What follows belongs to an exercise in optimizing a design on an open flow for small area, a short achievable clock period and few clock cycles; a production flow would make more cautious choices. Where RTL was checked, it was by simulation tests only, not by an equivalence proof against the original. For run 1, only the layout was checked, not whether the RTL still works. Power is estimated from default activity; no workload was simulated.

--- design.v ---
`timescale 1ns/1ns
module equity_regs
(
	input  logic                        clock,
	input  logic                        rst_n,
	input  logic                        awvalid,
	output logic                        awready,
	input  logic [5-1:0]          awaddr,
	input  logic                        wvalid,
	output logic                        wready,
	input  logic [32-1:0]          wdata,
	output logic                        bvalid,
	input  logic                        bready,
	output logic [1:0]                  bresp,
	input  logic                        arvalid,
	output logic                        arready,
	input  logic [5-1:0]          araddr,
	output logic                        rvalid,
	input  logic                        rready,
	output logic [32-1:0]          rdata,
	output logic [1:0]                  rresp,
	input  logic                        fin,        
	input  logic                        fin_bad,    
	input  logic [10-1:0]           win_count,
	input  logic [10-1:0]           nl_count,   
	output logic                        go,         
	output logic                        err,        
	output logic [32-1:0]          hole_word,
	output logic [32-1:0]          flop_word
);
	localparam logic [1:0] RESP_OKAY   = 2'b00;
	localparam logic [1:0] RESP_SLVERR = 2'b10;
	localparam logic [2:0] IDX_CTRL   = 3'(5'h00 >> 2);
	localparam logic [2:0] IDX_STATUS = 3'(5'h04 >> 2);
	localparam logic [2:0] IDX_HOLE   = 3'(5'h08 >> 2);
	localparam logic [2:0] IDX_FLOP   = 3'(5'h0C >> 2);
	localparam logic [2:0] IDX_WIN    = 3'(5'h10 >> 2);
	localparam logic [2:0] IDX_TIE    = 3'(5'h14 >> 2);
	localparam logic [2:0] IDX_LOSS   = 3'(5'h18 >> 2);
	localparam logic [2:0] IDX_BOARDS = 3'(5'h1C >> 2);
	logic [32-1:0] hole_q;
	logic [32-1:0] flop_q;
	logic               busy;
	logic               done_flag;
	logic               err_flag;
	logic               wr_hs;  
	logic               wr_ok;
	logic               rd_hs;
	logic               rd_ok;
	logic [2:0]         wr_idx;
	logic [2:0]         rd_idx;
	logic [32-1:0] rd_word;
	logic [10-1:0]  tie_count;
	logic [10-1:0]  loss_count;
	logic [10-1:0]  board_count;
	assign awready = !bvalid;  
	assign wready  = !bvalid;
	assign arready = !rvalid;  
	assign wr_hs   = awvalid && wvalid && !bvalid;
	assign rd_hs   = arvalid && !rvalid;
	assign wr_idx = awaddr[5-1:2];
	assign rd_idx = araddr[5-1:2];
	assign rd_ok  = araddr[1:0] == 2'b00;  
	assign wr_ok = awaddr[1:0] == 2'b00 && !busy
		&& (wr_idx == IDX_CTRL || wr_idx == IDX_HOLE || wr_idx == IDX_FLOP);
	assign go    = wr_hs && wr_ok && wr_idx == IDX_CTRL && wdata[0];
	assign hole_word = hole_q;
	assign flop_word = flop_q;
	assign err       = err_flag;
	always_ff @(posedge clock)
	begin
		if (!rst_n)
		begin
			bvalid    <= 1'b0;
			rvalid    <= 1'b0;
			busy      <= 1'b0;
			done_flag <= 1'b0;
			err_flag  <= 1'b0;
		end
		else
		begin
			if (wr_hs)
				bvalid <= 1'b1;
			else if (bready)
				bvalid <= 1'b0;
			if (rd_hs)
				rvalid <= 1'b1;
			else if (rready)
				rvalid <= 1'b0;
			if (go)
			begin
				busy      <= 1'b1;
				done_flag <= 1'b0;
				err_flag  <= 1'b0;
			end
			else if (fin)
			begin
				busy      <= 1'b0;
				done_flag <= 1'b1;
				err_flag  <= fin_bad;
			end
		end
	end
	always_ff @(posedge clock)
	begin
		if (wr_hs)
			bresp <= wr_ok ? RESP_OKAY : RESP_SLVERR;
		if (wr_hs && wr_ok && wr_idx == IDX_HOLE)
			hole_q <= wdata;
		if (wr_hs && wr_ok && wr_idx == IDX_FLOP)
			flop_q <= wdata;
		if (rd_hs)
		begin
			rdata <= rd_word;
			rresp <= rd_ok ? RESP_OKAY : RESP_SLVERR;
		end
	end
	assign tie_count   = nl_count - win_count;
	assign loss_count  = err_flag ? '0 : 10'(990) - nl_count;
	assign board_count = err_flag ? '0 : 10'(990);
	always_comb
	begin
		rd_word = '0;
		if (rd_ok)
			case (rd_idx)
				IDX_STATUS: rd_word = 32'({err_flag, done_flag, busy});
				IDX_HOLE:   rd_word = hole_q;
				IDX_FLOP:   rd_word = flop_q;
				IDX_WIN:    rd_word = 32'(win_count);
				IDX_TIE:    rd_word = 32'(tie_count);
				IDX_LOSS:   rd_word = 32'(loss_count);
				IDX_BOARDS: rd_word = 32'(board_count);
				default:    rd_word = '0;
			endcase
	end
endmodule
`timescale 1ns/1ns
module board_enumerator
(
	input  logic                  clock,
	input  logic                  rst_n,
	input  logic                  go,
	input  logic [32-1:0]    hole_word,
	input  logic [32-1:0]    flop_word,
	output logic [4*13-1:0] base0,     
	output logic [4*13-1:0] base1,
	output logic [1:0]            cand,      
	output logic [1:0]            k4,        
	output logic [1:0]            k5,        
	output logic [7:0]            fmax,      
	output logic                  same,      
	output logic [1:0]            run,       
	output logic                  first,     
	output logic                  fin,       
	output logic                  fin_bad,   
	output logic [7:0]            a,         
	output logic [7:0]            b,
	output logic [2*13-1:0] a_hot,
	output logic [2*13-1:0] b_hot,
	output logic [9:0]            live_a,    
	output logic [9:0]            live_b
);
	localparam logic [3:0] TOP = 4'(13 - 1);
	logic [5:0]          card [7];  
	logic [13-1:0] oh [7];    
	logic [3:0]          sh [7];    
	logic                cfg_bad_n;
	logic                cfg_bad;   
	logic                dup_seen;  
	logic [3:0]          spec;      
	logic                valid_b;
	logic [3:0]          ge3_n [2];
	logic [3:0]          ge4_n [2];
	logic [3:0]          eq5_n [2];
	logic [3:0]          ge3 [2];   
	logic [3:0]          fm_n [2];  
	logic [4*13-1:0] base_n [2];
	for (genvar i = 0; i < 4; i++)
	begin : g_hole
		assign card[i] = hole_word[8*i +: 6];
	end
	for (genvar i = 0; i < 3; i++)
	begin : g_flop
		assign card[4+i] = flop_word[8*i +: 6];
	end
	always_comb
	begin
		cfg_bad_n = 1'b0;
		for (int i = 0; i < 7; i++)
		begin
			if (card[i][3:0] > TOP)
				cfg_bad_n = 1'b1;
			for (int r = 0; r < 13; r++)
				oh[i][r] = card[i][3:0] == 4'(r);
			for (int s = 0; s < 4; s++)
				sh[i][s] = card[i][5:4] == 2'(s);
		end
	end
	function automatic logic [2:0] ones4(input logic [3:0] v);
		case (v)
			4'b0000:                                     ones4 = 3'd0;
			4'b0001, 4'b0010, 4'b0100, 4'b1000:          ones4 = 3'd1;
			4'b0111, 4'b1011, 4'b1101, 4'b1110:          ones4 = 3'd3;
			4'b1111:                                     ones4 = 3'd4;
			default:                                     ones4 = 3'd2;
		endcase
	endfunction
	for (genvar p = 0; p < 2; p++)
	begin : g_player
		logic       f1, f2, f3, h1, h2;
		always_comb
		begin
			for (int r = 0; r < 13; r++)
			begin
				f1 = oh[4][r] || oh[5][r] || oh[6][r];
				f2 = (oh[4][r] && oh[5][r]) || (oh[4][r] && oh[6][r]) || (oh[5][r] && oh[6][r]);
				f3 = oh[4][r] && oh[5][r] && oh[6][r];
				h1 = oh[2*p][r] || oh[2*p+1][r];
				h2 = oh[2*p][r] && oh[2*p+1][r];
				base_n[p][4*r]   = f1 || h1;
				base_n[p][4*r+1] = f2 || (f1 && h1) || h2;
				base_n[p][4*r+2] = f3 || (f2 && h1) || (f1 && h2);
				base_n[p][4*r+3] = (f3 && h1) || (f2 && h2);
			end
			for (int s = 0; s < 4; s++)
			begin
				f1 = sh[4][s] || sh[5][s] || sh[6][s];
				f2 = (sh[4][s] && sh[5][s]) || (sh[4][s] && sh[6][s]) || (sh[5][s] && sh[6][s]);
				f3 = sh[4][s] && sh[5][s] && sh[6][s];
				h1 = sh[2*p][s] || sh[2*p+1][s];
				h2 = sh[2*p][s] && sh[2*p+1][s];
				ge3_n[p][s] = f3 || (f2 && h1) || (f1 && h2);
				ge4_n[p][s] = (f3 && h1) || (f2 && h2);
				eq5_n[p][s] = f3 && h2;
			end
		end
	end
	function automatic logic [3:0] top16(input logic [15:0] m);
		logic [1:0] t4 [4];
		logic [3:0] any4;
		for (int i = 0; i < 4; i++)
		begin
			any4[i] = |m[4*i +: 4];
			t4[i]   = m[4*i+3] ? 2'd3 : m[4*i+2] ? 2'd2 : m[4*i+1] ? 2'd1 : 2'd0;
		end
		top16 = any4[3] ? {2'd3, t4[3]} : any4[2] ? {2'd2, t4[2]} : any4[1] ? {2'd1, t4[1]} : {2'd0, t4[0]};
	endfunction
	always_comb
	begin
		logic [6:0]          in_a;
		logic [13-1:0] fl;
		logic [13-1:0] m0;
		logic [13-1:0] m1;
		for (int i = 0; i < 7; i++)
			in_a[i] = |(sh[i] & ge3[0]);
		for (int r = 0; r < 13; r++)
		begin
			fl[r] = (oh[4][r] && in_a[4]) || (oh[5][r] && in_a[5]) || (oh[6][r] && in_a[6]);
			m0[r] = fl[r] || (oh[0][r] && in_a[0]) || (oh[1][r] && in_a[1]);
			m1[r] = fl[r] || (oh[2][r] && in_a[2]) || (oh[3][r] && in_a[3]);
		end
		fm_n[0] = top16(16'(m0));
		fm_n[1] = top16(16'(m1));
	end
	always_ff @(posedge clock)
	begin
		cfg_bad <= cfg_bad_n;
		base0   <= base_n[0];
		base1   <= base_n[1];
		ge3[0]  <= ge3_n[0];
		ge3[1]  <= ge3_n[1];
		k4      <= {|ge4_n[1], |ge4_n[0]};
		k5      <= {|eq5_n[1], |eq5_n[0]};
		fmax    <= {fm_n[1], fm_n[0]};
	end
	assign cand    = {|ge3[1], |ge3[0]};
	assign same    = |(ge3[0] & ge3[1]);
	assign valid_b = cand[1] && !same;
	assign spec    = ge3[0] | ge3[1];
	function automatic logic [4:0] occ_of(input logic [3:0] x, input logic [41:0] cs, input logic [27:0] ss);
		logic [3:0] seen;
		logic       dup;
		seen = '0;
		dup  = 1'b0;
		for (int i = 0; i < 7; i++)
		begin
			dup  = dup || (|(seen & ss[4*i +: 4]) && cs[6*i +: 4] == x);
			seen = seen | ({4{cs[6*i +: 4] == x}} & ss[4*i +: 4]);
		end
		occ_of = {dup, seen};
	endfunction
	logic [41:0] cs;
	logic [27:0] ss;
	logic [1:0]  dup_a;
	always_comb
		for (int i = 0; i < 7; i++)
		begin
			cs[6*i +: 6] = card[i];
			ss[4*i +: 4] = sh[i];
		end
	function automatic logic [4:0] live_of(input logic [3:0] occ, input logic [3:0] sp,
		input logic [3:0] sa, input logic [3:0] sb, input logic vb);
		live_of = {ones4(~occ & ~sp), vb && |(sb & ~occ), |(sa & ~occ)};
	endfunction
	for (genvar l = 0; l < 2; l++)
	begin : g_lane
		localparam logic [3:0] A0   = l == 0 ? 4'd0 : 4'd4;   
		localparam logic [3:0] AEND = l == 0 ? 4'd3 : TOP;    
		logic [4:0] oa;
		logic [4:0] ob;
		logic       lane_fin;
		assign oa = occ_of(a[4*l +: 4], cs, ss);
		assign ob = occ_of(b[4*l +: 4], cs, ss);
		assign dup_a[l] = oa[4];
		assign live_a[5*l +: 5] = live_of(oa[3:0], spec, ge3[0], ge3[1], valid_b);
		assign live_b[5*l +: 5] = live_of(ob[3:0], spec, ge3[0], ge3[1], valid_b);
		assign lane_fin = run[l] && a_hot[13*l + AEND] && b_hot[13*l + 13 - 1];
		always_ff @(posedge clock)
		begin
			if (!rst_n)
				run[l] <= 1'b0;
			else if (go)
				run[l] <= 1'b1;
			else if (lane_fin)
				run[l] <= 1'b0;
		end
		always_ff @(posedge clock)
		begin
			if (!run[l] || lane_fin)
			begin
				a[4*l +: 4]                   <= A0;
				b[4*l +: 4]                   <= A0;
				a_hot[13*l +: 13] <= 13'(1) << A0;
				b_hot[13*l +: 13] <= 13'(1) << A0;
			end
			else if (b_hot[13*l + 13 - 1])
			begin
				a[4*l +: 4]                   <= a[4*l +: 4] + 4'd1;
				b[4*l +: 4]                   <= a[4*l +: 4] + 4'd1;
				a_hot[13*l +: 13] <= a_hot[13*l +: 13] << 1;
				b_hot[13*l +: 13] <= a_hot[13*l +: 13] << 1;
			end
			else
			begin
				b[4*l +: 4]                   <= b[4*l +: 4] + 4'd1;
				b_hot[13*l +: 13] <= b_hot[13*l +: 13] << 1;
			end
		end
	end
	assign first   = run[0] && a_hot[0] && b_hot[0];
	assign fin     = run[0] && a_hot[3] && b_hot[13-1];
	assign fin_bad = cfg_bad || dup_seen || dup_a[0];
	always_ff @(posedge clock)
	begin
		if (!rst_n || go)
			dup_seen <= 1'b0;
		else
			dup_seen <= dup_seen || (run[0] && dup_a[0]) || (run[1] && dup_a[1]);
	end
endmodule
`timescale 1ns/1ns
module hand_ranker
(
	input  logic [4*13-1:0] base,      
	input  logic [13-1:0]   one,       
	input  logic [13-1:0]   two,       
	output logic [6:0]            strength
);
	localparam logic [2:0] CAT_HIGH       = 3'd0;
	localparam logic [2:0] CAT_PAIR       = 3'd1;
	localparam logic [2:0] CAT_TWO_PAIR   = 3'd2;
	localparam logic [2:0] CAT_TRIPS      = 3'd3;
	localparam logic [2:0] CAT_STRAIGHT   = 3'd4;
	localparam logic [2:0] CAT_FULL_HOUSE = 3'd6;
	localparam logic [2:0] CAT_QUADS      = 3'd7;
	logic [13-1:0] present;
	logic [13-1:0] pair;     
	logic [13-1:0] trip;     
	logic [13-1:0] quad;
	logic [13-1:0] str_top;  
	logic                has_trip;
	logic                has_trip2;
	logic                has_pair;
	logic                has_pair2;
	logic [3:0]          top_quad;
	logic [3:0]          top_trip;
	logic [3:0]          top_pair;
	logic [3:0]          top_str;
	logic [3:0]          top_high;
	always_comb
	begin
		for (int r = 0; r < 13; r++)
		begin
			logic b1, b2, b3, b4;
			logic t2, t3, t4;
			b1 = base[4*r];
			b2 = base[4*r+1];
			b3 = base[4*r+2];
			b4 = base[4*r+3];
			present[r] = b1 || one[r];
			t2 = b2 || (b1 && one[r]) || two[r];
			t3 = b3 || (b2 && one[r]) || (b1 && two[r]);
			t4 = b4 || (b3 && one[r]) || (b2 && two[r]);
			pair[r] = t2 && !t3;
			trip[r] = t3 && !t4;
			quad[r] = t4;
		end
	end
	always_comb
	begin
		str_top = '0;
		str_top[3] = present[13-1] && &present[3:0];
		for (int t = 4; t < 13; t++)
			str_top[t] = &present[t -: 5];
	end
	function automatic logic [1:0] any_two(input logic [15:0] m);
		logic [7:0] any1, two1;
		logic [3:0] any2, two2;
		logic [1:0] any3, two3;
		for (int i = 0; i < 8; i++)
		begin
			any1[i] = m[2*i] || m[2*i+1];
			two1[i] = m[2*i] && m[2*i+1];
		end
		for (int i = 0; i < 4; i++)
		begin
			any2[i] = any1[2*i] || any1[2*i+1];
			two2[i] = two1[2*i] || two1[2*i+1] || (any1[2*i] && any1[2*i+1]);
		end
		for (int i = 0; i < 2; i++)
		begin
			any3[i] = any2[2*i] || any2[2*i+1];
			two3[i] = two2[2*i] || two2[2*i+1] || (any2[2*i] && any2[2*i+1]);
		end
		any_two = {two3[0] || two3[1] || (any3[0] && any3[1]), any3[0] || any3[1]};
	endfunction
	function automatic logic [3:0] top16(input logic [15:0] m);
		logic [1:0] t4 [4];
		logic [3:0] any4;
		for (int i = 0; i < 4; i++)
		begin
			any4[i] = |m[4*i +: 4];
			t4[i]   = m[4*i+3] ? 2'd3 : m[4*i+2] ? 2'd2 : m[4*i+1] ? 2'd1 : 2'd0;
		end
		top16 = any4[3] ? {2'd3, t4[3]} : any4[2] ? {2'd2, t4[2]} : any4[1] ? {2'd1, t4[1]} : {2'd0, t4[0]};
	endfunction
	assign {has_trip2, has_trip} = any_two(16'(trip));
	assign {has_pair2, has_pair} = any_two(16'(pair));
	assign top_quad = top16(16'(quad));
	assign top_trip = top16(16'(trip));
	assign top_pair = top16(16'(pair));
	assign top_str  = top16(16'(str_top));
	assign top_high = top16(16'(present));
	always_comb
	begin
		if (|quad)
			strength = {CAT_QUADS, top_quad};
		else if (has_trip && (has_pair || has_trip2))
			strength = {CAT_FULL_HOUSE, top_trip};
		else if (|str_top)
			strength = {CAT_STRAIGHT, top_str};
		else if (has_trip)
			strength = {CAT_TRIPS, top_trip};
		else if (has_pair2)
			strength = {CAT_TWO_PAIR, top_pair};
		else if (has_pair)
			strength = {CAT_PAIR, top_pair};
		else
			strength = {CAT_HIGH, top_high};
	end
endmodule
`timescale 1ns/1ns
module pair_tally
(
	input  logic              clock,
	input  logic              rst_n,
	input  logic              run,
	input  logic [3:0]        a,
	input  logic [3:0]        b,
	input  logic [4:0]        live_a,     
	input  logic [4:0]        live_b,
	input  logic [13:0]       strength,   
	input  logic [1:0]        cand,
	input  logic [1:0]        k4,
	input  logic [1:0]        k5,
	input  logic [7:0]        fmax,
	input  logic              same,
	output logic              v2,
	output logic [13:0]       win_part,   
	output logic [13:0]       nl_part     
);
	localparam int T_N = 0;
	localparam int T_A = 1;
	localparam int T_B = 2;
	localparam int C_NN = 0;
	localparam int C_NA = 1;
	localparam int C_NB = 2;
	localparam int C_AN = 3;
	localparam int C_AA = 4;
	localparam int C_AB = 5;
	localparam int C_BN = 6;
	localparam int C_BA = 7;
	localparam int C_BB = 8;
	logic        v1;
	logic [13:0] nf1;
	logic [4:0]  w_nn1;
	logic [1:0]  w_na1, w_nb1, w_an1, w_bn1;
	logic [3:0]  w_x1;    
	logic [5:0]  fcmp1;   
	logic [4:0]  w_nn;
	logic [1:0]  w_na, w_nb, w_an, w_bn;
	logic [3:0]  w_x;
	logic [5:0]  fcmp;
	logic [13:0] win_n;
	logic [13:0] nl_n;
	always_ff @(posedge clock)
	begin
		if (!rst_n)
		begin
			v1 <= 1'b0;
			v2 <= 1'b0;
		end
		else
		begin
			v1 <= run;
			v2 <= v1;
		end
	end
	function automatic logic [4:0] pairs(input logic [2:0] x, input logic [2:0] y, input logic one_rank);
		if (one_rank)
			case (x)
				3'd2:    pairs = 5'd1;
				3'd3:    pairs = 5'd3;
				3'd4:    pairs = 5'd6;
				default: pairs = 5'd0;
			endcase
		else
			pairs = 5'(x * y);
	endfunction
	always_comb
	begin
		logic [2:0] na, nb;
		logic       aa, ab, ba, bb;  
		logic [3:0] m0, m1;
		na = live_a[4:2];
		nb = live_b[4:2];
		aa = live_a[0];
		ba = live_a[1];
		ab = live_b[0];
		bb = live_b[1];
		w_nn = pairs(na, nb, a == b);
		if (a != b)
		begin
			w_na = 2'(na & {3{ab}});
			w_nb = 2'(na & {3{bb}});
			w_an = 2'(nb & {3{aa}});
			w_bn = 2'(nb & {3{ba}});
			w_x  = {ba && bb, ba && ab, aa && bb, aa && ab};
		end
		else
		begin
			w_na = '0;
			w_nb = '0;
			w_an = 2'(na & {3{aa}});
			w_bn = 2'(na & {3{ba}});
			w_x  = {1'b0, 1'b0, aa && ba, 1'b0};
		end
		m0 = fmax[3:0];
		m1 = fmax[7:4];
		fcmp[1:0] = {m0 > m1, m0 == m1};
		fcmp[3:2] = {m0 > m1 && m0 > a, m0 == m1 || (a >= m0 && a >= m1)};
		fcmp[5:4] = {m0 > m1 && m0 > b, m0 == m1 || (b >= m0 && b >= m1)};
	end
	always_ff @(posedge clock)
	begin
		nf1     <= strength;
		w_nn1   <= w_nn;
		w_na1   <= w_na;
		w_nb1   <= w_nb;
		w_an1   <= w_an;
		w_bn1   <= w_bn;
		w_x1    <= w_x;
		fcmp1   <= fcmp;
		win_part <= win_n;
		nl_part  <= nl_n;
	end
	function automatic logic [1:0] cmp7(input logic [6:0] x, input logic [6:0] y);
		logic [6:0] g, e;
		logic       gt;
		g  = x & ~y;
		e  = ~(x ^ y);
		gt = 1'b0;
		for (int i = 0; i < 7; i++)
		begin
			logic t;
			t = g[i];
			for (int j = i + 1; j < 7; j++)
				t = t && e[j];
			gt = gt || t;
		end
		cmp7 = {gt, &e};
	endfunction
	logic [8:0] win_c;
	logic [8:0] nl_c;
	always_comb
	begin
		logic [6:0] s0, s1;
		logic       lo0, lo1, gt, eq;
		logic       in0a, in0b, in1a, in1b;
		logic [1:0] c0, c1;
		logic       f0, f1, fl0, fl1;
		logic       win, tie;
		s0  = nf1[6:0];
		s1  = nf1[13:7];
		lo0 = !(s0[6] && s0[5]);  
		lo1 = !(s1[6] && s1[5]);
		{gt, eq} = cmp7(s0, s1);
		for (int ta = 0; ta < 3; ta++)
			for (int tb = 0; tb < 3; tb++)
			begin
				in0a = ta == T_A;
				in0b = tb == T_A;
				in1a = (ta == T_A && same) || ta == T_B;
				in1b = (tb == T_A && same) || tb == T_B;
				c0 = 2'(in0a) + 2'(in0b);
				c1 = 2'(in1a) + 2'(in1b);
				f0 = cand[0] && (k5[0] || (k4[0] && c0 != 2'd0) || c0 == 2'd2);
				f1 = cand[1] && (k5[1] || (k4[1] && c1 != 2'd0) || c1 == 2'd2);
				fl0 = f0 && lo0;
				fl1 = f1 && lo1;
				if (fl0 && fl1)
				begin
					if (in0b)
						{win, tie} = fcmp1[5:4];
					else if (in0a)
						{win, tie} = fcmp1[3:2];
					else
						{win, tie} = fcmp1[1:0];
				end
				else if (fl0)
				begin
					win = lo1;
					tie = 1'b0;
				end
				else if (fl1)
				begin
					win = !lo0;
					tie = 1'b0;
				end
				else
				begin
					win = gt;
					tie = eq;
				end
				win_c[ta*3+tb] = win;
				nl_c[ta*3+tb]  = win || tie;
			end
	end
	function automatic logic [13:0] parts(input logic [8:0] hit,
		input logic [4:0] nn, input logic [1:0] na, input logic [1:0] nb,
		input logic [1:0] an, input logic [1:0] bn, input logic [3:0] x);
		logic [2:0] sa, sb, s1;
		sa = (hit[C_NA] ? 3'(na) : 3'd0) + (hit[C_NB] ? 3'(nb) : 3'd0);
		sb = (hit[C_AN] ? 3'(an) : 3'd0) + (hit[C_BN] ? 3'(bn) : 3'd0);
		s1 = 3'(hit[C_AA] && x[0]) + 3'(hit[C_AB] && x[1]) + 3'(hit[C_BA] && x[2]) + 3'(hit[C_BB] && x[3]);
		parts = {sa, sb, s1, hit[C_NN] ? nn : 5'd0};
	endfunction
	assign win_n = parts(win_c, w_nn1, w_na1, w_nb1, w_an1, w_bn1, w_x1);
	assign nl_n  = parts(nl_c, w_nn1, w_na1, w_nb1, w_an1, w_bn1, w_x1);
endmodule
module outcome_tally
(
	input  logic                          clock,
	input  logic                          rst_n,
	input  logic [2-1:0]           run,
	input  logic                          first,      
	input  logic                          fin,
	input  logic                          err,        
	input  logic [4*2-1:0]         a,
	input  logic [4*2-1:0]         b,
	input  logic [5*2-1:0]         live_a,     
	input  logic [5*2-1:0]         live_b,
	input  logic [14*2-1:0]        strength,   
	input  logic [1:0]                    cand,
	input  logic [1:0]                    k4,
	input  logic [1:0]                    k5,
	input  logic [7:0]                    fmax,
	input  logic                          same,
	output logic [10-1:0]             win_count,
	output logic [10-1:0]             nl_count    
);
	logic [2-1:0] v2;
	logic [13:0]         win_part [2];
	logic [13:0]         nl_part [2];
	logic                v3;
	logic [5:0]          win_inc;
	logic [5:0]          nl_inc;
	logic                first1, first2, first3;
	logic                last1, last2, last3;
	for (genvar l = 0; l < 2; l++)
	begin : g_lane
		pair_tally i_lane
		(
			.clock    (clock),
			.rst_n    (rst_n),
			.run      (run[l]),
			.a        (a[4*l +: 4]),
			.b        (b[4*l +: 4]),
			.live_a   (live_a[5*l +: 5]),
			.live_b   (live_b[5*l +: 5]),
			.strength (strength[14*l +: 14]),
			.cand     (cand),
			.k4       (k4),
			.k5       (k5),
			.fmax     (fmax),
			.same     (same),
			.v2       (v2[l]),
			.win_part (win_part[l]),
			.nl_part  (nl_part[l])
		);
	end
	always_ff @(posedge clock)
	begin
		if (!rst_n)
		begin
			last1 <= 1'b0;
			last2 <= 1'b0;
			last3 <= 1'b0;
			v3    <= 1'b0;
		end
		else
		begin
			last1 <= fin;
			last2 <= last1;
			last3 <= last2;
			v3    <= v2[0];
		end
		first1 <= first;
		first2 <= first1;
		first3 <= first2;
	end
	function automatic logic [5:0] lane_sum(input logic [13:0] p);
		lane_sum = 6'(p[4:0]) + 6'(p[7:5]) + 6'(p[10:8]) + 6'(p[13:11]);
	endfunction
	always_ff @(posedge clock)
	begin
		win_inc <= (v2[0] ? lane_sum(win_part[0]) : 6'd0) + (v2[1] ? lane_sum(win_part[1]) : 6'd0);
		nl_inc  <= (v2[0] ? lane_sum(nl_part[0]) : 6'd0) + (v2[1] ? lane_sum(nl_part[1]) : 6'd0);
	end
	always_ff @(posedge clock)
	begin
		if (v3)
		begin
			if (last3 && err)
			begin
				win_count <= '0;
				nl_count  <= '0;
			end
			else if (first3)
			begin
				win_count <= 10'(win_inc);
				nl_count  <= 10'(nl_inc);
			end
			else
			begin
				win_count <= win_count + 10'(win_inc);
				nl_count  <= nl_count + 10'(nl_inc);
			end
		end
	end
endmodule
`timescale 1ns/1ns
module equity_top
(
	input  logic               clock,
	input  logic               rst_n,
	input  logic               awvalid,
	output logic               awready,
	input  logic [5-1:0] awaddr,
	input  logic               wvalid,
	output logic               wready,
	input  logic [32-1:0] wdata,
	output logic               bvalid,
	input  logic               bready,
	output logic [1:0]         bresp,
	input  logic               arvalid,
	output logic               arready,
	input  logic [5-1:0] araddr,
	output logic               rvalid,
	input  logic               rready,
	output logic [32-1:0] rdata,
	output logic [1:0]         rresp
);
	logic                          go;
	logic                          err;
	logic                          fin;
	logic                          fin_bad;
	logic                          first;
	logic [32-1:0]            hole_word;
	logic [32-1:0]            flop_word;
	logic [4*13-1:0]         base0;
	logic [4*13-1:0]         base1;
	logic [1:0]                    cand;
	logic [1:0]                    k4;
	logic [1:0]                    k5;
	logic [7:0]                    fmax;
	logic                          same;
	logic [2-1:0]           run;
	logic [4*2-1:0]         a;
	logic [4*2-1:0]         b;
	logic [13*2-1:0]  a_hot;
	logic [13*2-1:0]  b_hot;
	logic [5*2-1:0]         live_a;
	logic [5*2-1:0]         live_b;
	logic [14*2-1:0]        strength;
	logic [10-1:0]             win_count;
	logic [10-1:0]             nl_count;
	logic                          fin1;      
	logic                          fin_bad1;
	always_ff @(posedge clock)
	begin
		if (!rst_n)
			fin1 <= 1'b0;
		else
			fin1 <= fin;
		fin_bad1 <= fin_bad;
	end
	equity_regs i_regs
	(
		.clock     (clock),
		.rst_n     (rst_n),
		.awvalid   (awvalid),
		.awready   (awready),
		.awaddr    (awaddr),
		.wvalid    (wvalid),
		.wready    (wready),
		.wdata     (wdata),
		.bvalid    (bvalid),
		.bready    (bready),
		.bresp     (bresp),
		.arvalid   (arvalid),
		.arready   (arready),
		.araddr    (araddr),
		.rvalid    (rvalid),
		.rready    (rready),
		.rdata     (rdata),
		.rresp     (rresp),
		.fin       (fin1),
		.fin_bad   (fin_bad1),
		.win_count (win_count),
		.nl_count  (nl_count),
		.go        (go),
		.err       (err),
		.hole_word (hole_word),
		.flop_word (flop_word)
	);
	board_enumerator i_enum (.*);
	for (genvar l = 0; l < 2; l++)
	begin : g_lane
		logic [13-1:0] one;
		logic [13-1:0] two;
		assign one = a_hot[13*l +: 13] | b_hot[13*l +: 13];
		assign two = a_hot[13*l +: 13] & b_hot[13*l +: 13];
		hand_ranker i_rank0
		(
			.base     (base0),
			.one      (one),
			.two      (two),
			.strength (strength[14*l +: 7])
		);
		hand_ranker i_rank1
		(
			.base     (base1),
			.one      (one),
			.two      (two),
			.strength (strength[14*l+7 +: 7])
		);
	end
	outcome_tally i_tally (.*);
endmodule
--- flow/run.sh ---
#!/bin/bash
# Standard layout, with timing repair aimed well below the clock period
cp standard.sh standard_sh_copy.log
export SETUP_SLACK_MARGIN=8.5
bash standard.sh > standard.log 2>&1
--- standard.sh ---
#!/bin/bash
# synth_recipe.tcl (not shown) runs the flow's synth.tcl, then flattens the netlist and writes it again
# the make line also repeats each setting of config.mk as NAME=value (left out here)
make -C /OpenROAD-flow-scripts/flow DESIGN_CONFIG=/design/flow/config.mk WORK_HOME=/design/flow/orfs CLKGATE_MAP_FILE= SYNTH_SCRIPT=/design/flow/synth_recipe.tcl "${@:-finish}"
--- config.mk ---
export PLATFORM = sky130hd
export DESIGN_NAME = equity_top
export DESIGN_NICKNAME = equity_top
export VERILOG_FILES = /design/flow/design.v
export SDC_FILE = /design/flow/constraint.sdc
export NUM_CORES = 4
export LEC_CHECK = 0
export CAP_MARGIN = 20
export CORE_MARGIN = 2
export CORE_UTILIZATION = 30
export SLEW_MARGIN = 20
--- constraint.sdc ---
create_clock -name core_clock -period 12.5 [get_ports {clock}]
set_input_delay 2.5000 -clock core_clock [delete_from_list [all_inputs] [get_ports {clock}]]
set_output_delay 2.5000 -clock core_clock [all_outputs]
set_load 0.01 [all_outputs]
==> results of run 1 <==
-- state kept, by name, summed over array words and instances (netlist names), 8 cells and up --
register and count:
i_enum.a 8, i_tally.g_lane.i_lane.win_part 28, i_tally.g_lane.i_lane.w_nn1 10, i_tally.g_lane.i_lane.nf1 28, i_tally.g_lane.i_lane.fcmp1 10, i_enum.b_hot 22, i_regs.rdata 32, i_regs.hole_q 32
i_enum.base0 52, i_enum.fmax 8, i_enum.ge3 8, i_tally.nl_count 10, i_enum.base1 52, i_enum.a_hot 22, i_tally.g_lane.i_lane.nl_part 28, i_enum.b 8
i_regs.flop_q 32, i_tally.win_count 10, i_tally.g_lane.i_lane.w_x1 8
-- placed cells by master, fill, tap and decap left out, types with 52 or more instances in the layout --
cell      Yosys  final
a21o_1      130    130
a21oi_1     402    399
nor2b_1      91     86
o21ai_0     227    225
inv_1       138    135
dfxtp_1     345    314
xor2_1      126    110
edfxtp_1    118    118
ha_1        144    141
nand2b_1    130    130
nand2_1     444    435
nand3_1      81     81
o22ai_1      53     52
a22oi_1      62     60
nor2_1      448    434
and2_1       99     97
nor3_1      125    120
buf_4        12    205
xnor2_1     106    103
-- path summary, 6_finish.rpt --
kind / start / cells past startpoint / slack (ns) / to
setup reg to reg: i_regs.hole_q[8]$_DFFE_PP_ / 17 / 8.13 / i_tally.g_lane[0].i_lane.w_nn1[4]$_SDFF_PP0_
hold / removal: i_tally.first1$_DFF_P_ / 0 / 0.33 / i_tally.first2$_DFF_P_
setup / recovery: i_regs.hole_q[8]$_DFFE_PP_ / 17 / 8.13 / i_tally.g_lane[0].i_lane.w_nn1[4]$_SDFF_PP0_
hold reg to reg: i_tally.first1$_DFF_P_ / 0 / 0.33 / i_tally.first2$_DFF_P_
-- layout make-up --
type | count | area, µm²
Clock inverter | 27 | 345
Multi-Input combinational cell | 3480 | 23300
Fill cell | 11800 | 73800
Tap cell | 1512 | 1890
Clock buffer | 67 | 1410
Inverter | 138 | 520
Timing Repair Buffer | 305 | 2530
Sequential cell | 463 | 10500
-- critical path, cell delays in order, from the launching register on --
cell and delay [ns]:
edfxtp_1 0.52, buf_6 0.19, xor2_4 0.14, nor4_4 0.53
a222oi_1 0.18, buf_4 0.20, and3_4 0.18, nand2_2 0.14
xor2_4 0.25, nor2_2 0.06, a21o_1 0.17, nor2_2 0.11
fa_1 0.41, ha_2 0.21, fa_2 0.35, xor2_2 0.15
or3_4 0.37, a21oi_2 0.14
-- layer usage --
layer / up-vias / GRT usage [%]
met5: - / 0
met4: 6 / 12.6
met3: 392 / 3.11
met2: 1528 / 35.3
met1: 16300 / 28.7
li1: 15900 / -
-- where the power goes --
group	internal (mW)	switching (mW)	leakage, nW
registers	1.54	0.00544	3.91
clock network	0.905	0.686	0.841
logic	0.0389	0.0480	11.3
total	2.49	0.740	16.1
-- repair_timing --
action / in CTS / in global routing
cloned: 0 / 1
pin swaps: 43 / 26
setup endpoints to repair: 142 / 71
gates resized for setup: 146 / 53
hold endpoints to repair: 0 / 0
setup buffers: 146 / 38
-- per-stage QoR --
stage	total power, mW	util [%]	setup WS (ns)	instances	area [µm²]
after floorplan	1.62	-	8.46	4363	34900
after CTS	3.25	34.9	8.24	5950	40000
after global placement	1.67	32.1	7.44	5710	36700
after detailed placement	1.67	32.1	7.31	5710	36700
after global routing	3.31	35.4	8.07	5992	40500
final	3.23	35.4	8.13	5992	40500
-- kinds of logic after synthesis --
logic type	Yosys count	share of synthesized area, %
simple gates	1671	23.5
fa+ha+maj	205	8.27
compound gates	1312	25.2
buf+inv	421	4.92
flops	463	30.2
other cells	1	0.0108
mux	56	2.01
xor+xnor	233	5.92
==> results by group, run 1 <==
Route
  • Starting DRT DRC Count: 3540
  • DR WL/cell: 22.5 µm
  • Top sig layer: met5
  • Met2 routed WL: 60.1 mm
  • Vias per cell: 5.70
  • Detailed-route via count: 34200
  • Met3 WL: 9.80 mm
  • ANT nets after route: 0
  • Drt total wl: 135 mm
  • First-pass DRT Iterations: 9
  • DRC: 0
  • M1 WL: 56.1 mm

STA
  • Final Skew: 0.0320 ns
  • Setup violations, final: 0
  • Post-route setup TNS: 0 ns
  • Crit path time final: 4.37 ns
  • Rel. slew slack: 24.0%
  • Fmax: 229 MHz
  • Pins Over Slew Limit: 0
  • Slew @ Worst Pin: 1.14 ns
  • Fin. Hold Viols: 0
  • RSZ-0062 raised after global routing: yes
  • Final period util: 35.0%
  • Worst hold margin: 0.332 ns

Final layout
  • Area grow syn2layout: 17.1%
  • Layout cells sized above 1: 11.3%
  • Final Net Count: 4677
  • Antenna cells: 0

Critical path
  • CP required: 13.08 ns
  • Startpoint Class: register
  • CP Data Arrival Time: 4.95 ns
  • Critical path fanouts, max: 7
  • Nature of the critical path endpoint: register
  • Critical Setup Path Class: reg -> reg

Logic synthesis
  • Synth Instances: 4362
  • Most frequent cells after synthesis: nor2_1, nand2_1, a21oi_1, dfxtp_1, o21ai_0
  • Mean cell area of the mapped netlist: 7.94 µm²
  • Most frequent cell after synthesis: nor2_1
  • Synth async-reset ratio: 0%
  • Netlist Area Pre-Place: 34600 µm²
  • Seq cells post-synth: 463
  • Distinct cell type count of the synthesized netlist: 96
  • Post-synthesis sequential area ratio: 30.2%
  • Dominant synthesized flop cell: dfxtp_1
  • Synth area leader: dfxtp_1
  • Synth top area share: 20.0%
  • Yosys warning total: 24
  • Post-synth EDFFs: 118
  • Synth area leaders: dfxtp_1, edfxtp_1, a21oi_1

Placement
  • PortBufs: 87
  • DP Wirelength: 101 mm
  • Gpl congestion: 0.993

Floorplanning
  • Die H: 344 µm
  • Placement row count: 124
  • IO Count: 90
  • Core Area: 114000 µm²
  • DIE WIDTH: 344 µm
  • Die footprint: 118000 µm²
  • Starting Density: 30.3%

Global route
  • Pin count of the biggest net entering global routing: 53
  • Antenna violations before repair: 3
  • Total GRT Usage: 22.2%
  • Vias in the first global route: 32300
  • Grt total ovfl: 0
  • First-pass GRT wire length: 199 mm

Clocking
  • CTS sink cnt: 463
  • Hold_buf cts: 0
  • CTS Buf Count: 51
  • Worst-skew pair later-pin latency: 0.65 ns
  • Reg clk slew, reported paths: 0.06 ns
  • Root buf cell: clkbuf_16
  • CTS tree: yes
  • Clock buffer depth: 3
  • CTS H-tree depth: 2

Min path
  • HP Class: reg -> reg

Run
  • # Max-Cap Violations: 0

Power
  • Leak pwr: 16.1 nW
  • Worst vdd rail ir drop: 0.0000897 V
  • PD cells: 79.6 nW/µm²

Outcome
  • Status: timing/DRC/antenna clean
==> run 2: changes to the inputs <==
--- a/design.v
+++ b/design.v
@@ -150,14 +150,14 @@
 	output logic [7:0]            fmax,      
 	output logic                  same,      
-	output logic [1:0]            run,       
+	output logic [1:0]            pv,        
 	output logic                  first,     
 	output logic                  fin,       
 	output logic                  fin_bad,   
-	output logic [7:0]            a,         
-	output logic [7:0]            b,
-	output logic [2*13-1:0] a_hot,
-	output logic [2*13-1:0] b_hot,
+	output logic [2*13-1:0] one,       
+	output logic [2*13-1:0] two,       
+	output logic [1:0]            eqab,      
 	output logic [9:0]            live_a,    
-	output logic [9:0]            live_b
+	output logic [9:0]            live_b,
+	output logic [11:0]           fcmp       
 );
 	localparam logic [3:0] TOP = 4'(13 - 1);
@@ -303,52 +303,81 @@
 		live_of = {ones4(~occ & ~sp), vb && |(sb & ~occ), |(sa & ~occ)};
 	endfunction
+	logic [1:0] run;    
+	logic [7:0] a;      
+	logic [7:0] b;
+	logic [1:0] lane_fin;
 	for (genvar l = 0; l < 2; l++)
 	begin : g_lane
 		localparam logic [3:0] A0   = l == 0 ? 4'd0 : 4'd4;   
 		localparam logic [3:0] AEND = l == 0 ? 4'd3 : TOP;    
+		logic [3:0] la;
+		logic [3:0] lb;
 		logic [4:0] oa;
 		logic [4:0] ob;
-		logic       lane_fin;
-		assign oa = occ_of(a[4*l +: 4], cs, ss);
-		assign ob = occ_of(b[4*l +: 4], cs, ss);
+		logic [3:0] m0;
+		logic [3:0] m1;
+		assign la = a[4*l +: 4];
+		assign lb = b[4*l +: 4];
+		assign oa = occ_of(la, cs, ss);
+		assign ob = occ_of(lb, cs, ss);
 		assign dup_a[l] = oa[4];
-		assign live_a[5*l +: 5] = live_of(oa[3:0], spec, ge3[0], ge3[1], valid_b);
-		assign live_b[5*l +: 5] = live_of(ob[3:0], spec, ge3[0], ge3[1], valid_b);
-		assign lane_fin = run[l] && a_hot[13*l + AEND] && b_hot[13*l + 13 - 1];
+		assign lane_fin[l] = run[l] && la == AEND && lb == TOP;
+		assign m0 = fmax[3:0];
+		assign m1 = fmax[7:4];
 		always_ff @(posedge clock)
 		begin
 			if (!rst_n)
+			begin
 				run[l] <= 1'b0;
-			else if (go)
-				run[l] <= 1'b1;
-			else if (lane_fin)
-				run[l] <= 1'b0;
+				pv[l]  <= 1'b0;
+			end
+			else
+			begin
+				if (go)
+					run[l] <= 1'b1;
+				else if (lane_fin[l])
+					run[l] <= 1'b0;
+				pv[l] <= run[l];
+			end
 		end
 		always_ff @(posedge clock)
 		begin
-			if (!run[l] || lane_fin)
+			if (!run[l] || lane_fin[l])
+			begin
+				a[4*l +: 4] <= A0;
+				b[4*l +: 4] <= A0;
+			end
+			else if (lb == TOP)
 			begin
-				a[4*l +: 4]                   <= A0;
-				b[4*l +: 4]                   <= A0;
-				a_hot[13*l +: 13] <= 13'(1) << A0;
-				b_hot[13*l +: 13] <= 13'(1) << A0;
-			end
-			else if (b_hot[13*l + 13 - 1])
-			begin
-				a[4*l +: 4]                   <= a[4*l +: 4] + 4'd1;
-				b[4*l +: 4]                   <= a[4*l +: 4] + 4'd1;
-				a_hot[13*l +: 13] <= a_hot[13*l +: 13] << 1;
-				b_hot[13*l +: 13] <= a_hot[13*l +: 13] << 1;
+				a[4*l +: 4] <= la + 4'd1;
+				b[4*l +: 4] <= la + 4'd1;
 			end
 			else
+				b[4*l +: 4] <= lb + 4'd1;
+		end
+		always_ff @(posedge clock)
+		begin
+			for (int r = 0; r < 13; r++)
 			begin
-				b[4*l +: 4]                   <= b[4*l +: 4] + 4'd1;
-				b_hot[13*l +: 13] <= b_hot[13*l +: 13] << 1;
+				one[13*l + r] <= la == 4'(r) || lb == 4'(r);
+				two[13*l + r] <= la == 4'(r) && lb == 4'(r);
 			end
+			eqab[l]            <= la == lb;
+			live_a[5*l +: 5]   <= live_of(oa[3:0], spec, ge3[0], ge3[1], valid_b);
+			live_b[5*l +: 5]   <= live_of(ob[3:0], spec, ge3[0], ge3[1], valid_b);
+			fcmp[6*l +: 6] <= {m0 > m1 && m0 > lb, m0 == m1 || (lb >= m0 && lb >= m1),
+				m0 > m1 && m0 > la, m0 == m1 || (la >= m0 && la >= m1),
+				m0 > m1, m0 == m1};
 		end
 	end
-	assign first   = run[0] && a_hot[0] && b_hot[0];
-	assign fin     = run[0] && a_hot[3] && b_hot[13-1];
-	assign fin_bad = cfg_bad || dup_seen || dup_a[0];
+	always_ff @(posedge clock)
+	begin
+		if (!rst_n)
+			fin <= 1'b0;
+		else
+			fin <= lane_fin[0];
+		first   <= run[0] && a[3:0] == 4'd0 && b[3:0] == 4'd0;
+		fin_bad <= cfg_bad || dup_seen || dup_a[0];
+	end
 	always_ff @(posedge clock)
 	begin
@@ -475,7 +504,7 @@
 	input  logic              clock,
 	input  logic              rst_n,
-	input  logic              run,
-	input  logic [3:0]        a,
-	input  logic [3:0]        b,
+	input  logic              pv,
+	input  logic              eqab,
+	input  logic [5:0]        fcmp,       
 	input  logic [4:0]        live_a,     
 	input  logic [4:0]        live_b,
@@ -484,5 +513,4 @@
 	input  logic [1:0]        k4,
 	input  logic [1:0]        k5,
-	input  logic [7:0]        fmax,
 	input  logic              same,
 	output logic              v2,
@@ -511,5 +539,4 @@
 	logic [1:0]  w_na, w_nb, w_an, w_bn;
 	logic [3:0]  w_x;
-	logic [5:0]  fcmp;
 	logic [13:0] win_n;
 	logic [13:0] nl_n;
@@ -523,5 +550,5 @@
 		else
 		begin
-			v1 <= run;
+			v1 <= pv;
 			v2 <= v1;
 		end
@@ -542,5 +569,4 @@
 		logic [2:0] na, nb;
 		logic       aa, ab, ba, bb;  
-		logic [3:0] m0, m1;
 		na = live_a[4:2];
 		nb = live_b[4:2];
@@ -549,6 +575,6 @@
 		ab = live_b[0];
 		bb = live_b[1];
-		w_nn = pairs(na, nb, a == b);
-		if (a != b)
+		w_nn = pairs(na, nb, eqab);
+		if (!eqab)
 		begin
 			w_na = 2'(na & {3{ab}});
@@ -566,9 +592,4 @@
 			w_x  = {1'b0, 1'b0, aa && ba, 1'b0};
 		end
-		m0 = fmax[3:0];
-		m1 = fmax[7:4];
-		fcmp[1:0] = {m0 > m1, m0 == m1};
-		fcmp[3:2] = {m0 > m1 && m0 > a, m0 == m1 || (a >= m0 && a >= m1)};
-		fcmp[5:4] = {m0 > m1 && m0 > b, m0 == m1 || (b >= m0 && b >= m1)};
 	end
 	always_ff @(posedge clock)
@@ -673,10 +694,10 @@
 	input  logic                          clock,
 	input  logic                          rst_n,
-	input  logic [2-1:0]           run,
+	input  logic [2-1:0]           pv,
 	input  logic                          first,      
 	input  logic                          fin,
 	input  logic                          err,        
-	input  logic [4*2-1:0]         a,
-	input  logic [4*2-1:0]         b,
+	input  logic [2-1:0]           eqab,
+	input  logic [6*2-1:0]         fcmp,
 	input  logic [5*2-1:0]         live_a,     
 	input  logic [5*2-1:0]         live_b,
@@ -685,5 +706,4 @@
 	input  logic [1:0]                    k4,
 	input  logic [1:0]                    k5,
-	input  logic [7:0]                    fmax,
 	input  logic                          same,
 	output logic [10-1:0]             win_count,
@@ -704,7 +724,7 @@
 			.clock    (clock),
 			.rst_n    (rst_n),
-			.run      (run[l]),
-			.a        (a[4*l +: 4]),
-			.b        (b[4*l +: 4]),
+			.pv       (pv[l]),
+			.eqab     (eqab[l]),
+			.fcmp     (fcmp[6*l +: 6]),
 			.live_a   (live_a[5*l +: 5]),
 			.live_b   (live_b[5*l +: 5]),
@@ -713,5 +733,4 @@
 			.k4       (k4),
 			.k5       (k5),
-			.fmax     (fmax),
 			.same     (same),
 			.v2       (v2[l]),
@@ -806,9 +825,9 @@
 	logic [7:0]                    fmax;
 	logic                          same;
-	logic [2-1:0]           run;
-	logic [4*2-1:0]         a;
-	logic [4*2-1:0]         b;
-	logic [13*2-1:0]  a_hot;
-	logic [13*2-1:0]  b_hot;
+	logic [2-1:0]           pv;
+	logic [2-1:0]           eqab;
+	logic [6*2-1:0]         fcmp;
+	logic [13*2-1:0]  one;
+	logic [13*2-1:0]  two;
 	logic [5*2-1:0]         live_a;
 	logic [5*2-1:0]         live_b;
@@ -858,13 +877,9 @@
 	for (genvar l = 0; l < 2; l++)
 	begin : g_lane
-		logic [13-1:0] one;
-		logic [13-1:0] two;
-		assign one = a_hot[13*l +: 13] | b_hot[13*l +: 13];
-		assign two = a_hot[13*l +: 13] & b_hot[13*l +: 13];
 		hand_ranker i_rank0
 		(
 			.base     (base0),
-			.one      (one),
-			.two      (two),
+			.one      (one[13*l +: 13]),
+			.two      (two[13*l +: 13]),
 			.strength (strength[14*l +: 7])
 		);
@@ -872,6 +887,6 @@
 		(
 			.base     (base1),
-			.one      (one),
-			.two      (two),
+			.one      (one[13*l +: 13]),
+			.two      (two[13*l +: 13]),
 			.strength (strength[14*l+7 +: 7])
 		);
==> run 2 against run 1 <==
Synthesized cell count shrank 1.2%; final area is 3.2% lower; via count is 2.1% lower; clock skew up 0.045 ns; first-iteration DRC count up 12%; sequential power increased by 9.7%; maximum frequency is 11% higher; clock power increased by 9%; cell count shrank 3.3%; highest routed layer unchanged; still clean on timing, DRC and antenna; critical endpoint is now rdata[29].
==> results by group, run 2 <==
STA
  • Final period util: 31.6% (was 35.0%)
  • Fmax: 253 MHz (was 229 MHz)
  • Setup violations, final: 0 (unchanged)
  • Slew @ Worst Pin: 1.14 ns (about the same)
  • Pins Over Slew Limit: 0 (unchanged)
  • Setup ws final: 8.55 ns (was 8.13 ns)
  • Post-route setup TNS: 0 ns (unchanged)
  • Rel. slew slack: 23.4% (was 24.0%)
  • Final Skew: 0.0774 ns (was 0.0320 ns)
  • RSZ-0062 raised after global routing: no (was yes)
  • Fin. Hold Viols: 0 (unchanged)
  • Crit path time final: 3.95 ns (was 4.37 ns)

Final layout
  • Layout fillers: 12200 (was 11800)
  • Area grow syn2layout: 11.4% (was 17.1%)
  • Layout cells sized above 1: 5.36% (was 11.3%)
  • Final Net Count: 4475 (was 4677)
  • Top Registers: i_enum.base0 x52, i_enum.base1 x52 (unchanged)
  • Most common cell after layout, fill and taps aside: nor2_1 (was nand2_1)
  • Antenna cells: 0 (unchanged)
  • Most frequent cells in the layout: nor2_1, nand2_1, dfxtp_1 (was nand2_1, nor2_1, a21oi_1)

Critical path
  • CP required: 10.00 ns (was 13.08 ns)
  • Crit path max-delay family: flip-flops (was simple AND/OR/NAND/NOR gates)
  • Critical Path Stages: 1 (was 17)
  • Critical path fanouts, max: 1 (was 7)
  • R2R cell count: 12 (was 17)
  • Reg2reg start: i_regs.hole_q[1]$_DFFE_PP_ (was i_regs.hole_q[8]$_DFFE_PP_)
  • Crit-path cells: dlygate4sd2_1 (was buf_6 -> xor2_4 -> nor4_4 -> a222oi_1 -> buf_4 -> and3_4 -> nand2_2 -> xor2_4 -> nor2_2 -> a21o_1 -> nor2_2 -> fa_1 -> ha_2 -> fa_2 -> xor2_2 -> or3_4 -> a21oi_2)
  • Critical Setup Path Class: reg -> out (was reg -> reg)
  • Nature of the critical path endpoint: output pin (was register)
  • Startpoint Class: register (unchanged)
  • Worst path max stage delay: 0.45 ns (was 0.53 ns)
  • Worst path buffer plus inverter count: 1 (was 2)
  • CP Data Arrival Time: 1.45 ns (was 4.95 ns)
  • Setup crit start: i_regs.rdata[29]$_SDFFCE_PP0P_ (was i_regs.hole_q[8]$_DFFE_PP_)
  • Crit-path slowest cell: edfxtp_1 (was nor4_4)

Placement
  • DP Wirelength: 101 mm (about the same)
  • PortBufs: 87 (unchanged)
  • Pre-CTS setup slack: 7.11 ns (was 7.31 ns)
  • Gpl congestion: 1.05 (was 0.993)

Floorplanning
  • DIE WIDTH: 347 µm (was 344 µm)
  • Die footprint: 120000 µm² (was 118000 µm²)
  • Die H: 347 µm (was 344 µm)
  • IO Count: 90 (unchanged)
  • Core Area: 116000 µm² (was 114000 µm²)
  • Starting Density: 30.3% (about the same)
  • Placement row count: 125 (was 124)

Run
  • # Max-Cap Violations: 0 (unchanged)

Logic synthesis
  • Mean cell area of the mapped netlist: 8.17 µm² (was 7.94 µm²)
  • Synth area leader: dfxtp_1 (unchanged)
  • Yosys warning total: 24 (unchanged)
  • Post-synth EDFFs: 118 (unchanged)
  • Synth area leaders: dfxtp_1, edfxtp_1, ha_1 (was dfxtp_1, edfxtp_1, a21oi_1)
  • Dominant synthesized flop cell: dfxtp_1 (unchanged)
  • Synth top area share: 22.2% (was 20.0%)
  • Most frequent cells after synthesis: nor2_1, nand2_1, dfxtp_1, a21oi_1, clkbuf_1 (was nor2_1, nand2_1, a21oi_1, dfxtp_1, o21ai_0)
  • Synth async-reset ratio: 0% (unchanged)
  • Most frequent cell after synthesis: nor2_1 (unchanged)
  • Netlist Area Pre-Place: 35200 µm² (was 34600 µm²)
  • Distinct cell type count of the synthesized netlist: 98 (was 96)
  • Synth Instances: 4311 (was 4362)
  • Post-synthesis sequential area ratio: 32.2% (was 30.2%)
  • Seq cells post-synth: 508 (was 463)

Clocking
  • Root buf cell: clkbuf_16 (unchanged)
  • CTS tree: yes (unchanged)
  • Worst-skew pair later-pin latency: 0.67 ns (was 0.65 ns)
  • Hold_buf cts: 0 (unchanged)
  • Clock buffer depth: 3 (unchanged)
  • CTS H-tree depth: 2 (unchanged)
  • Reg clk slew, reported paths: 0.07 ns (was 0.06 ns)
  • CTS Buf Count: 54 (was 51)
  • CTS sink cnt: 508 (was 463)

Route
  • Detailed-route via count: 33500 (was 34200)
  • Starting DRT DRC Count: 3976 (was 3540)
  • Drt total wl: 132 mm (was 135 mm)
  • First-pass DRT Iterations: 7 (was 9)
  • Vias per cell: 5.77 (was 5.70)
  • DR WL/cell: 22.8 µm (was 22.5 µm)
  • DRC: 0 (unchanged)
  • ANT nets after route: 0 (unchanged)

Global route
  • Pin count of the biggest net entering global routing: 34 (was 53)
  • Grt total ovfl: 0 (unchanged)
  • Vias in the first global route: 30900 (was 32300)
  • Antenna violations before repair: 6 (was 3)
  • Total GRT Usage: 21.0% (was 22.2%)
  • First-pass GRT wire length: 194 mm (was 199 mm)

Min path
  • HP Class: reg -> reg (unchanged)
  • Hold Path Cell Cnt: 0 (unchanged)
  • Worst hold start: i_enum.fcmp[2]$_DFF_P_ (was i_tally.first1$_DFF_P_)

Power
  • PD cells: 89.7 nW/µm² (was 79.6 nW/µm²)
  • Leak pwr: 15.7 nW (was 16.1 nW)
  • Worst vdd rail ir drop: 0.000125 V (was 0.0000897 V)

Outcome
  • Status: timing/DRC/antenna clean (unchanged)
run 2: area by class of cell:
class / count / area, µm² / share of cell area (%)
inverter: 125 / 469 / 1.20
sequential: 508 / 11400 / 28.9
clock buffer: 72 / 1480 / 3.77
multi-input combinational: 3408 / 22400 / 57.1
clock inverter: 29 / 448 / 1.14
tap: 1524 / 1910 / 4.86
timing repair buffer: 128 / 1170 / 2.99
run 2: repair_timing:
action,4_1_cts,5_1_grt
pin swaps,4,0
gates cloned,3,0
endpoints found under the setup margin,134,93
buffers inserted,6,0
gates resized for setup,51,8
run 2: routing by layer:
layer / vias up / global-route usage, % / wire (µm)
li1: 15600 / - / -
met1: 16000 / 27.8 / 56400
met2: 1541 / 32.8 / 57800
met3: 340 / 3.68 / 10600
met4: 4 / 10.9 / 7240
met5: - / 0 / 28
run 2: cell families after synthesis:
family / share of synthesized area [%]
compound gates: 25.5
xor+xnor: 4.83
fa+ha+maj: 8.56
buf+inv: 4.44
flops: 32.2
mux: 1.34
other cells: 0.0107
simple gates: 23.1
run 2: report_power, final:
group          total, mW  switching [mW]  internal [mW]  leakage, nW
combinational     0.0810          0.0451         0.0359         10.5
sequential          1.70         0.00810           1.69         4.27
clock               1.74           0.730           1.01        0.931
run 2: metrics by stage:
step | hold WS, ns | power [mW] | instances | utilization (%) | instance area [µm²]
floorplan | 0.310 | 1.77 | 4312 | - | 35200
global placement | 0.314 | 1.82 | 5684 | 32.0 | 37200
detailed placement | 0.312 | 1.82 | 5684 | 32.0 | 37200
CTS | 0.329 | 3.55 | 5794 | 33.7 | 39200
global route | 0.335 | 3.62 | 5794 | 33.7 | 39200
finish | 0.325 | 3.52 | 5794 | 33.7 | 39200
run 2: path summary, 6_finish.rpt:
check                                              end  slack (ns)
min reg2reg  i_tally.g_lane[0].i_lane.fcmp1[2]$_DFF_P_        0.33
min          i_tally.g_lane[0].i_lane.fcmp1[2]$_DFF_P_        0.33
max reg2reg                   i_enum.live_a[8]$_DFF_P_        8.71
max                                          rdata[29]        8.55
Testbench counts of run 2, summed over its fixed seeds: cycles 6,144.
==> run 3: changes to the inputs <==
==> flow/run.sh (replaced) <==
#!/bin/bash
# Standard layout, with timing repair aimed well below the clock period
cp standard.sh standard_sh_copy.log
export SETUP_SLACK_MARGIN=9.0
bash standard.sh > standard.log 2>&1
--- a/config.mk
+++ b/config.mk
@@ -6,4 +6,5 @@
 export NUM_CORES = 4
 export LEC_CHECK = 0
+export ABC_AREA = 1
 export CAP_MARGIN = 20
 export CORE_MARGIN = 2
==> run 3 against run 2 <==
Worst setup slack improved by 0.17 ns; clock skew fell by 0.0079 ns; global-route usage rose by 0.76 points; area after synthesis decreased by 2.7%; sequential share of layout area rose by 0.49 points; die area fell by 2.7%; final area shrank 1.6%; critical path depth unchanged; combinational power is 44% higher; utilization rose by 0.49 points; register-to-register slack improved by 0.45 ns.
==> results by group, run 3 <==
Route
  • Vias per cell: 5.14 (was 5.77)
  • ANT nets after route: 0 (unchanged)
  • DRC: 0 (unchanged)
  • First-pass DRT Iterations: 6 (was 7)
  • DR WL/cell: 19.8 µm (was 22.8 µm)
  • Detailed-route via count: 34100 (was 33500)
  • Starting DRT DRC Count: 3820 (was 3976)
  • Drt total wl: 131 mm (was 132 mm)

Logic synthesis
  • Synth area leader: dfxtp_1 (unchanged)
  • Synth Instances: 5028 (was 4311)
  • Most frequent cells after synthesis: nand2_1, inv_1, nor2_1, dfxtp_1, nand3_1 (was nor2_1, nand2_1, dfxtp_1, a21oi_1, clkbuf_1)
  • Post-synth EDFFs: 118 (unchanged)
  • Post-synthesis sequential area ratio: 33.1% (was 32.2%)
  • Distinct cell type count of the synthesized netlist: 70 (was 98)
  • Synth async-reset ratio: 0% (unchanged)
  • Dominant synthesized flop cell: dfxtp_1 (unchanged)
  • Most frequent cell after synthesis: nand2_1 (was nor2_1)
  • Synth area leaders: dfxtp_1, nand2_1, edfxtp_1 (was dfxtp_1, edfxtp_1, ha_1)
  • Synth top area share: 22.8% (was 22.2%)
  • Netlist Area Pre-Place: 34300 µm² (was 35200 µm²)
  • Seq cells post-synth: 508 (unchanged)
  • Mean cell area of the mapped netlist: 6.81 µm² (was 8.17 µm²)
  • Yosys warning total: 24 (unchanged)

Placement
  • Placement Cell Area: 36500 µm² (was 37200 µm²)
  • DP Wirelength: 106 mm (was 101 mm)
  • Gpl congestion: 1.02 (was 1.05)
  • PortBufs: 87 (unchanged)

STA
  • Crit path time final: 3.78 ns (was 3.95 ns)
  • Post-route setup TNS: 0 ns (unchanged)
  • Final period util: 30.2% (was 31.6%)
  • Setup violations, final: 0 (unchanged)
  • RSZ-0062 raised after global routing: yes (was no)
  • Fin. Hold Viols: 0 (unchanged)
  • Rel. slew slack: 31.2% (was 23.4%)
  • Slew @ Worst Pin: 1.02 ns (was 1.14 ns)
  • Fmax: 265 MHz (was 253 MHz)
  • Pins Over Slew Limit: 0 (unchanged)
  • Final Skew: 0.0696 ns (was 0.0774 ns)

Critical path
  • R2R cell count: 15 (was 12)
  • Worst path buffer plus inverter count: 1 (unchanged)
  • Reg2reg start: i_enum.a[0]$_SDFFE_PP0P_ (was i_regs.hole_q[1]$_DFFE_PP_)
  • Worst path max stage delay: 0.44 ns (was 0.45 ns)
  • Reg-to-reg endpoint: i_enum.live_a[2]$_DFF_P_ (was i_enum.live_a[8]$_DFF_P_)
  • Crit-path slowest cell: edfxtp_1 (unchanged)
  • CP required: 10.00 ns (about the same)
  • Reg2Reg Setup Slack: 9.16 ns (was 8.71 ns)
  • Critical Setup Path Class: reg -> out (unchanged)
  • CP Data Arrival Time: 1.28 ns (was 1.45 ns)
  • Crit path max-delay family: flip-flops (unchanged)
  • Nature of the critical path endpoint: output pin (unchanged)
  • Crit-path cells: buf_2 (was dlygate4sd2_1)
  • Critical path fanouts, max: 1 (unchanged)
  • Startpoint Class: register (unchanged)

Clocking
  • CTS tree: yes (unchanged)
  • CTS sink cnt: 508 (unchanged)
  • Hold_buf cts: 0 (unchanged)
  • Clock buffer depth: 3 (unchanged)
  • Reg clk slew, reported paths: 0.06 ns (was 0.07 ns)
  • Root buf cell: clkbuf_16 (unchanged)
  • CTS Buf Count: 54 (unchanged)
  • CTS H-tree depth: 2 (unchanged)
  • Worst-skew pair later-pin latency: 0.68 ns (was 0.67 ns)

Run
  • # Max-Cap Violations: 0 (unchanged)

Global route
  • First-pass GRT wire length: 194 mm (about the same)
  • Vias in the first global route: 30900 (about the same)
  • Pin count of the biggest net entering global routing: 34 (unchanged)
  • Antenna violations before repair: 2 (was 6)
  • Total GRT Usage: 21.8% (was 21.0%)
  • Grt total ovfl: 0 (unchanged)

Final layout
  • Antenna cells: 0 (unchanged)
  • Area grow syn2layout: 12.6% (was 11.4%)
  • Layout fillers: 12000 (was 12200)
  • Design area: 38600 µm² (was 39200 µm²)
  • Final Net Count: 5352 (was 4475)
  • Most common cell after layout, fill and taps aside: nand2_1 (was nor2_1)
  • Layout cells sized above 1: 6.43% (was 5.36%)
  • Top Registers: i_enum.base0 x52, i_enum.base1 x52 (unchanged)
  • Most frequent cells in the layout: nand2_1, inv_1, nor2_1 (was nor2_1, nand2_1, dfxtp_1)

Floorplanning
  • Placement row count: 123 (was 125)
  • Die H: 342 µm (was 347 µm)
  • Starting Density: 30.4% (was 30.3%)
  • Core Area: 113000 µm² (was 116000 µm²)
  • IO Count: 90 (unchanged)
  • Die footprint: 117000 µm² (was 120000 µm²)
  • DIE WIDTH: 342 µm (was 347 µm)

Power
  • Worst vdd rail ir drop: 0.000102 V (was 0.000125 V)
  • Leak pwr: 18.0 nW (was 15.7 nW)
  • PD cells: 89.6 nW/µm² (was 89.7 nW/µm²)

Min path
  • Hold Path Cell Cnt: 0 (unchanged)
  • Worst hold start: i_enum.fcmp[3]$_DFF_P_ (was i_enum.fcmp[2]$_DFF_P_)
  • HP Class: reg -> reg (unchanged)
  • Hold path endpoint: i_tally.g_lane[0].i_lane.fcmp1[3]$_DFF_P_ (was i_tally.g_lane[0].i_lane.fcmp1[2]$_DFF_P_)

Outcome
  • Status: timing/DRC/antenna clean (unchanged)
[run 3: changes by cell type in the layout (fill, tap and decap cells not counted), moves of 85 or more]
cell / change
and2_1: -117
nand2_1: +803
a21o_1: -85
inv_1: +618
nand3_1: +219
nor2_1: +217
nor2b_1: -98
[run 3: where the power goes]
part / leakage (nW) / switching [mW] / total (mW) / internal [mW]
sequential: 4.27 / 0.0116 / 1.71 / 1.69
combinational: 12.9 / 0.0708 / 0.117 / 0.0463
clock: 0.882 / 0.746 / 1.63 / 0.889
[run 3: through the flow]
stage               hold slack, ns  utilization, %  worst slack (ns)  std cells  power [mW]
floorplan                    0.310               -              8.07       5029        1.80
global placement             0.311            32.4              7.70       6524        1.86
detailed placement           0.313            32.4              7.70       6524        1.86
CTS                          0.328            34.1              8.69       6639        3.49
global route                 0.331            34.2              8.70       6646        3.56
finish                       0.327            34.2              8.72       6646        3.46
[run 3: layout make-up]
class	instances	area, µm²	share of cell area (%)
well taps	1500	1880	4.86
repair inverters	1	7.51	0.0195
clock buffers	72	1540	4.00
flip-flops and latches	508	11400	29.4
inverters	782	2960	7.67
clock inverters	28	282	0.730
repair buffers	117	1090	2.82
multi-input cells	3638	19500	50.5
[run 3: how the worst max path moves through the flow]
stage | end | depth (start not counted) | slack (ns) | start
after global placement | i_regs.rdata[7]$_SDFFCE_PP0P_ | 7 | 7.70 | araddr[2]
final | rdata[4] | 1 | 8.72 | i_regs.rdata[4]$_SDFFCE_PP0P_
after CTS | rdata[4] | 1 | 8.69 | i_regs.rdata[4]$_SDFFCE_PP0P_
after detailed placement | i_regs.rdata[3]$_SDFFCE_PP0P_ | 7 | 7.70 | araddr[2]
after floorplan | i_regs.hole_q[0]$_DFFE_PP_ | 6 | 8.07 | awaddr[3]
after global routing | rdata[4] | 1 | 8.70 | i_regs.rdata[4]$_SDFFCE_PP0P_
[run 3: cell families after synthesis]
logic type | count (synthesis) | share of synthesized area, %
fa+ha+maj | 201 | 8.33
buf+inv | 884 | 10.4
flops | 508 | 33.1
compound gates | 831 | 14.6
other cells | 1 | 0.0109
xor+xnor | 101 | 2.58
simple gates | 2502 | 30.9
[run 3: timing repair]
action	4_1_cts	5_1_grt
cloned	5	0
pin swaps	9	8
endpoints found under the setup margin	147	121
resized for setup	196	23
setup buffers	10	7
[run 3: layer usage]
| metal | up-vias | wire [µm] | GRT usage, % |
|---|---|---|---|
| li1 | 16500 | - | - |
| met4 | 0 | 5950 | 8.66 |
| met5 | - | 0 | 0 |
| met2 | 1424 | 55600 | 33.2 |
| met3 | 249 | 10400 | 3.12 |
| met1 | 15900 | 59500 | 30.9 |

## separate check: timing with driven ports
How much do the figures lean on ideal ports? The routed layouts below were timed once more, with nothing changed but the port constraints. Step 1 sets driving cells, clkbuf_16 on the clock port and buf_2 on the other inputs (assumed; they add their load-dependent delay and slew). Step 2 times the ports against the registers' clock, not the clock port: input delays grow and output delays shrink by t, the midpoint of the rising clock arrivals with the driver on. Three values: ideal ports, drivers, drivers and shift; two values: the first two.
run | t (ns) | setup slack, ns | clock arrival spread, ns
run 1 | 0.698 | 8.126 / 8.126 / 8.009 | 0.033 / 0.034
run 2 | 0.702 | 8.549 / 8.479 / 7.959 | 0.078 / 0.077
run 3 | 0.709 | 8.721 / 8.656 / 8.370 | 0.071 / 0.070
After both steps every run listed still meets setup and hold. The setup slack of run 2, which loses most, moves by -0.070 ns with the drivers and by -0.590 ns with both steps.
